Source: an optimization exercise on an open RTL-to-GDS flow (aim: small area, a short achievable clock period and few clock cycles per item). Production flows keep margins and buffers that such runs may drop.

==> module mcd_front, before the edit <==
module mcd_front (
    input  logic                         aclk,
    input  logic                         aresetn,
    input  logic                         s_tready,
    input  logic                         s_tvalid,
    input  logic [mcd_pkg::CHAR_W-1:0]   s_tdata,
    input  logic                         cfg_wen,
    input  logic                         cfg_index,
    input  logic [mcd_pkg::PT_W-1:0]     cfg_data,
    output logic                         v_o,
    output logic                         nl_o,
    output logic                         sat_o,
    output logic                         w_acc_o,
    output logic [mcd_pkg::X_W-1:0]      x_o
);
    logic [mcd_pkg::PT_W-1:0] pcol_reg, prow_reg;
    logic [mcd_pkg::PT_W-1:0] col_reg, row_reg;     
    logic                     accept, is_nl, is_mark;
    logic [mcd_pkg::PT_W:0]   ex, ey, fx, fy;
    logic [mcd_pkg::PT_W-1:0] dx, dy;
    logic                     va_reg, vb_reg, vc_reg, vd_reg;
    logic                     nla_reg, nlb_reg, nlc_reg, nld_reg;
    logic [mcd_pkg::PT_W-1:0] dxa_reg, dya_reg;
    logic [23:0]              sb_reg, cb_reg, eb_reg;
    logic                     satd_reg;
    logic [22:0]              mc_reg;
    logic [mcd_pkg::N_W-1:0]  nd_reg;
    logic [23:0]              pp_s, pp_c, pp_e;
    logic [27:0]              n_full;
    assign accept  = s_tvalid && s_tready;
    assign is_nl   = (s_tdata == mcd_pkg::CHAR_NEWLINE);
    assign is_mark = (s_tdata == mcd_pkg::CHAR_MARK);
    assign ex = {1'b0, pcol_reg} - {1'b0, col_reg};
    assign fx = {1'b0, col_reg} - {1'b0, pcol_reg};
    assign ey = {1'b0, prow_reg} - {1'b0, row_reg};
    assign fy = {1'b0, row_reg} - {1'b0, prow_reg};
    assign dx = ex[mcd_pkg::PT_W] ? fx[mcd_pkg::PT_W-1:0] : ex[mcd_pkg::PT_W-1:0];
    assign dy = ey[mcd_pkg::PT_W] ? fy[mcd_pkg::PT_W-1:0] : ey[mcd_pkg::PT_W-1:0];
    mcd_sqsum u_sqsum (
        .a (dxa_reg),
        .b (dya_reg),
        .s (pp_s),
        .c (pp_c),
        .e (pp_e)
    );
    assign n_full = 28'({mc_reg, 6'd0}) + 28'({mc_reg, 5'd0}) + 28'({mc_reg, 2'd0});
    always_ff @(posedge aclk) begin
        if (!aresetn) begin
            pcol_reg <= '0;
            prow_reg <= '0;
            col_reg  <= 11'd1;
            row_reg  <= 11'd1;
            va_reg   <= 1'b0;
            vb_reg   <= 1'b0;
            vc_reg   <= 1'b0;
            vd_reg   <= 1'b0;
        end else begin
            if (cfg_wen) begin
                if (cfg_index == mcd_pkg::REG_POINT_COL) pcol_reg <= cfg_data;
                else                                     prow_reg <= cfg_data;
            end
            if (accept) begin
                if (is_nl) begin
                    col_reg <= 11'd1;
                    if (!row_reg[10]) row_reg <= row_reg + 11'd1;
                end else if (!col_reg[10]) begin
                    col_reg <= col_reg + 11'd1;
                end
            end
            va_reg <= accept && (is_nl || is_mark);
            vb_reg <= va_reg;
            vc_reg <= vb_reg;
            vd_reg <= vc_reg;
        end
    end
    always_ff @(posedge aclk) begin
        nla_reg <= is_nl;
        dxa_reg <= dx;
        dya_reg <= dy;
        nlb_reg <= nla_reg;
        sb_reg  <= pp_s;
        cb_reg  <= pp_c;
        eb_reg  <= pp_e;
        nlc_reg <= nlb_reg;
        mc_reg  <= 23'(sb_reg + cb_reg + eb_reg);
        nld_reg <= nlc_reg;
        nd_reg  <= n_full[27:0];
        satd_reg <= (mc_reg >= 23'd2684355);
    end
    assign w_acc_o = accept && (is_nl || is_mark);
    assign v_o  = vd_reg;
    assign nl_o = nld_reg;
    assign sat_o = satd_reg;
    assign x_o  = {1'b0, nd_reg};
endmodule
==> module mcd_out, before the edit <==
module mcd_out #(
    parameter int QN = 7,                  
    parameter int QB = (QN > 1) ? $clog2(QN) : 1
) (
    input  logic                        aclk,
    input  logic                        aresetn,
    input  logic                        w_acc,       
    input  logic                        v_i,
    input  logic                        nl_i,
    input  logic                        sat_i,       
    input  logic [mcd_pkg::X_W-1:0]     x_i,
    input  logic                        m_tready,
    output logic                        s_tready,
    output logic                        m_tvalid,
    output logic [15:0]                 m_tdata,
    output logic [0:0]                  m_tuser
);
    localparam int CW = $clog2(QN + 2);
    logic [13:0]   q, q1;
    logic [14:0]   r;
    logic          up;
    logic [14:0]   word_next, word;    
    logic          wv_reg;
    logic          h_valid, rdy_reg, take, h_free;
    logic [14:0]   h_word;
    logic [14:0]   mem [QN];
    logic [QB-1:0] wp, rp;
    logic [QB:0]   qcnt;
    logic [CW-1:0] cnt, cnt_next;
    logic          q_empty, push, pop;
    assign q  = x_i[28:15];
    assign r  = x_i[14:0];
    assign q1 = q + 14'd1;
    assign up = (r > {1'b0, q});
    always_comb begin
        if (nl_i)                       word_next = {1'b1, 14'd0};
        else if (sat_i || (up && (&q))) word_next = {1'b0, 14'h3FFF};
        else if (up)                    word_next = {1'b0, q1};
        else                            word_next = {1'b0, q};
    end
    always_ff @(posedge aclk) begin
        if (!aresetn) wv_reg <= 1'b0;
        else          wv_reg <= v_i;
    end
    always_ff @(posedge aclk) begin
        word <= word_next;
    end
    assign take    = h_valid && m_tready;
    assign h_free  = !h_valid || take;
    assign q_empty = (qcnt == '0);
    assign pop     = h_free && !q_empty;
    assign push    = wv_reg && !(h_free && q_empty);
    always_comb begin
        cnt_next = cnt;
        if (w_acc && !take)      cnt_next = cnt + CW'(1);
        else if (!w_acc && take) cnt_next = cnt - CW'(1);
    end
    always_ff @(posedge aclk) begin
        if (!aresetn) begin
            h_valid <= 1'b0;
            rdy_reg <= 1'b1;
            cnt     <= '0;
            wp      <= '0;
            rp      <= '0;
            qcnt    <= '0;
        end else begin
            if (h_free) h_valid <= wv_reg || !q_empty;
            rdy_reg <= (cnt_next <= CW'(QN));
            cnt     <= cnt_next;
            if (push) wp <= (wp == QB'(QN - 1)) ? '0 : wp + QB'(1);
            if (pop)  rp <= (rp == QB'(QN - 1)) ? '0 : rp + QB'(1);
            if (push && !pop)      qcnt <= qcnt + (QB+1)'(1);
            else if (pop && !push) qcnt <= qcnt - (QB+1)'(1);
        end
    end
    always_ff @(posedge aclk) begin
        if (h_free) h_word <= q_empty ? word : mem[rp];
        if (push)   mem[wp] <= word;
    end
    assign s_tready = rdy_reg;
    assign m_tvalid = h_valid;
    assign m_tdata  = {2'b00, h_word[13:0]};
    assign m_tuser  = h_word[14];
endmodule
make LEC_CHECK=0 ABC_CLOCK_PERIOD_IN_PS=2500 CAP_MARGIN=20 CORE_MARGIN=2 CORE_UTILIZATION=40 SETUP_SLACK_MARGIN=3.8 SLEW_MARGIN=20 finish   # period 6.5 ns
run.sh (not shown) runs the stock make flow with config.mk's settings and CLKGATE_MAP_FILE= SYNTH_SCRIPT=/design/flow/synth_recipe.tcl, a recipe that flattens the netlist after the stock synthesis.
Then changed:
--- a/flow/design.v
+++ b/flow/design.v
@@ -39,7 +39,7 @@
     logic [22:0]              mc_reg;
     logic [mcd_pkg::N_W-1:0]  nd_reg;
     logic [23:0]              pp_s, pp_c, pp_e;
-    logic [27:0]              n_full;
+    logic [29:0]              n_full;
     assign accept  = s_tvalid && s_tready;
     assign is_nl   = (s_tdata == mcd_pkg::CHAR_NEWLINE);
     assign is_mark = (s_tdata == mcd_pkg::CHAR_MARK);
@@ -56,7 +56,7 @@
         .c (pp_c),
         .e (pp_e)
     );
-    assign n_full = 28'({mc_reg, 6'd0}) + 28'({mc_reg, 5'd0}) + 28'({mc_reg, 2'd0});
+    assign n_full = {mc_reg, 6'd0} + {1'b0, mc_reg, 5'd0} + {5'd0, mc_reg, 2'd0};
     always_ff @(posedge aclk) begin
         if (!aresetn) begin
             pcol_reg <= '0;
@@ -98,7 +98,7 @@
         mc_reg  <= 23'(sb_reg + cb_reg + eb_reg);
         nld_reg <= nlc_reg;
         nd_reg  <= n_full[27:0];
-        satd_reg <= (mc_reg >= 23'd2684355);
+        satd_reg <= |n_full[29:28];
     end
     assign w_acc_o = accept && (is_nl || is_mark);
     assign v_o  = vd_reg;
@@ -388,8 +388,7 @@
     logic [13:0]   q, q1;
     logic [14:0]   r;
     logic          up;
-    logic [14:0]   word_next, word;    
-    logic          wv_reg;
+    logic [14:0]   word;            
     logic          h_valid, rdy_reg, take, h_free;
     logic [14:0]   h_word;
     logic [14:0]   mem [QN];
@@ -402,23 +401,16 @@
     assign q1 = q + 14'd1;
     assign up = (r > {1'b0, q});
     always_comb begin
-        if (nl_i)                       word_next = {1'b1, 14'd0};
-        else if (sat_i || (up && (&q))) word_next = {1'b0, 14'h3FFF};
-        else if (up)                    word_next = {1'b0, q1};
-        else                            word_next = {1'b0, q};
-    end
-    always_ff @(posedge aclk) begin
-        if (!aresetn) wv_reg <= 1'b0;
-        else          wv_reg <= v_i;
-    end
-    always_ff @(posedge aclk) begin
-        word <= word_next;
+        if (nl_i)                 word = {1'b1, 14'd0};
+        else if (sat_i || (up && (&q))) word = {1'b0, 14'h3FFF};
+        else if (up)              word = {1'b0, q1};
+        else                      word = {1'b0, q};
     end
     assign take    = h_valid && m_tready;
     assign h_free  = !h_valid || take;
     assign q_empty = (qcnt == '0);
     assign pop     = h_free && !q_empty;
-    assign push    = wv_reg && !(h_free && q_empty);
+    assign push    = v_i && !(h_free && q_empty);
     always_comb begin
         cnt_next = cnt;
         if (w_acc && !take)      cnt_next = cnt + CW'(1);
@@ -433,7 +425,7 @@
             rp      <= '0;
             qcnt    <= '0;
         end else begin
-            if (h_free) h_valid <= wv_reg || !q_empty;
+            if (h_free) h_valid <= v_i || !q_empty;
             rdy_reg <= (cnt_next <= CW'(QN));
             cnt     <= cnt_next;
             if (push) wp <= (wp == QB'(QN - 1)) ? '0 : wp + QB'(1);
Routed wire length rises by 1.6%.
Worst setup slack got worse by 0.22 ns.
Die area falls by 2.2%.
Cell count falls by 0.94%.
Core utilization rises by 1.8 points.
First-iteration DRC count rises by 1.9%.
Fmax falls by 7.1%.
Flip-flop and latch count falls by 16.
Critical path depth does not change.
Sequential share of layout area falls by 1.2 points.
Function was not checked in any run of this note: the RTL went through the layout flow alone.

==> what the ideal ports hide <==
Ports are ideal in the flow. The routed layouts listed here were re-timed in OpenROAD. Step 1 sets driving cells, clkbuf_16 on the clock port and buf_2 on the other inputs (assumed; they add their load-dependent delay and slew). Step 2 moves the port delays by t, midway between the first and last clock arrival at a register: inputs arrive t later, outputs are due t later. That takes back most of the time a late clock gives input paths. a / b / c = ideal ports / drivers / drivers and shift; a / b = the first two.
| run | t (ns) | slack for setup (ns) | clock arrival spread, ns | slew at the worst register clock pin (ns) | pins driven straight from the clock port |
|---|---|---|---|---|---|
| the first run | 0.655 | 3.570 / 3.570 / 3.287 | 0.024 / 0.024 | 0.06 / 0.06 | 1 |
| the second run | 0.681 | 3.347 / 3.347 / 3.278 | 0.058 / 0.058 | 0.07 / 0.07 | 1 |
After both steps every run listed still meets setup and hold. For the first run, which loses most, drivers alone change the setup slack by 0.000 ns; drivers and shift together by -0.283 ns.
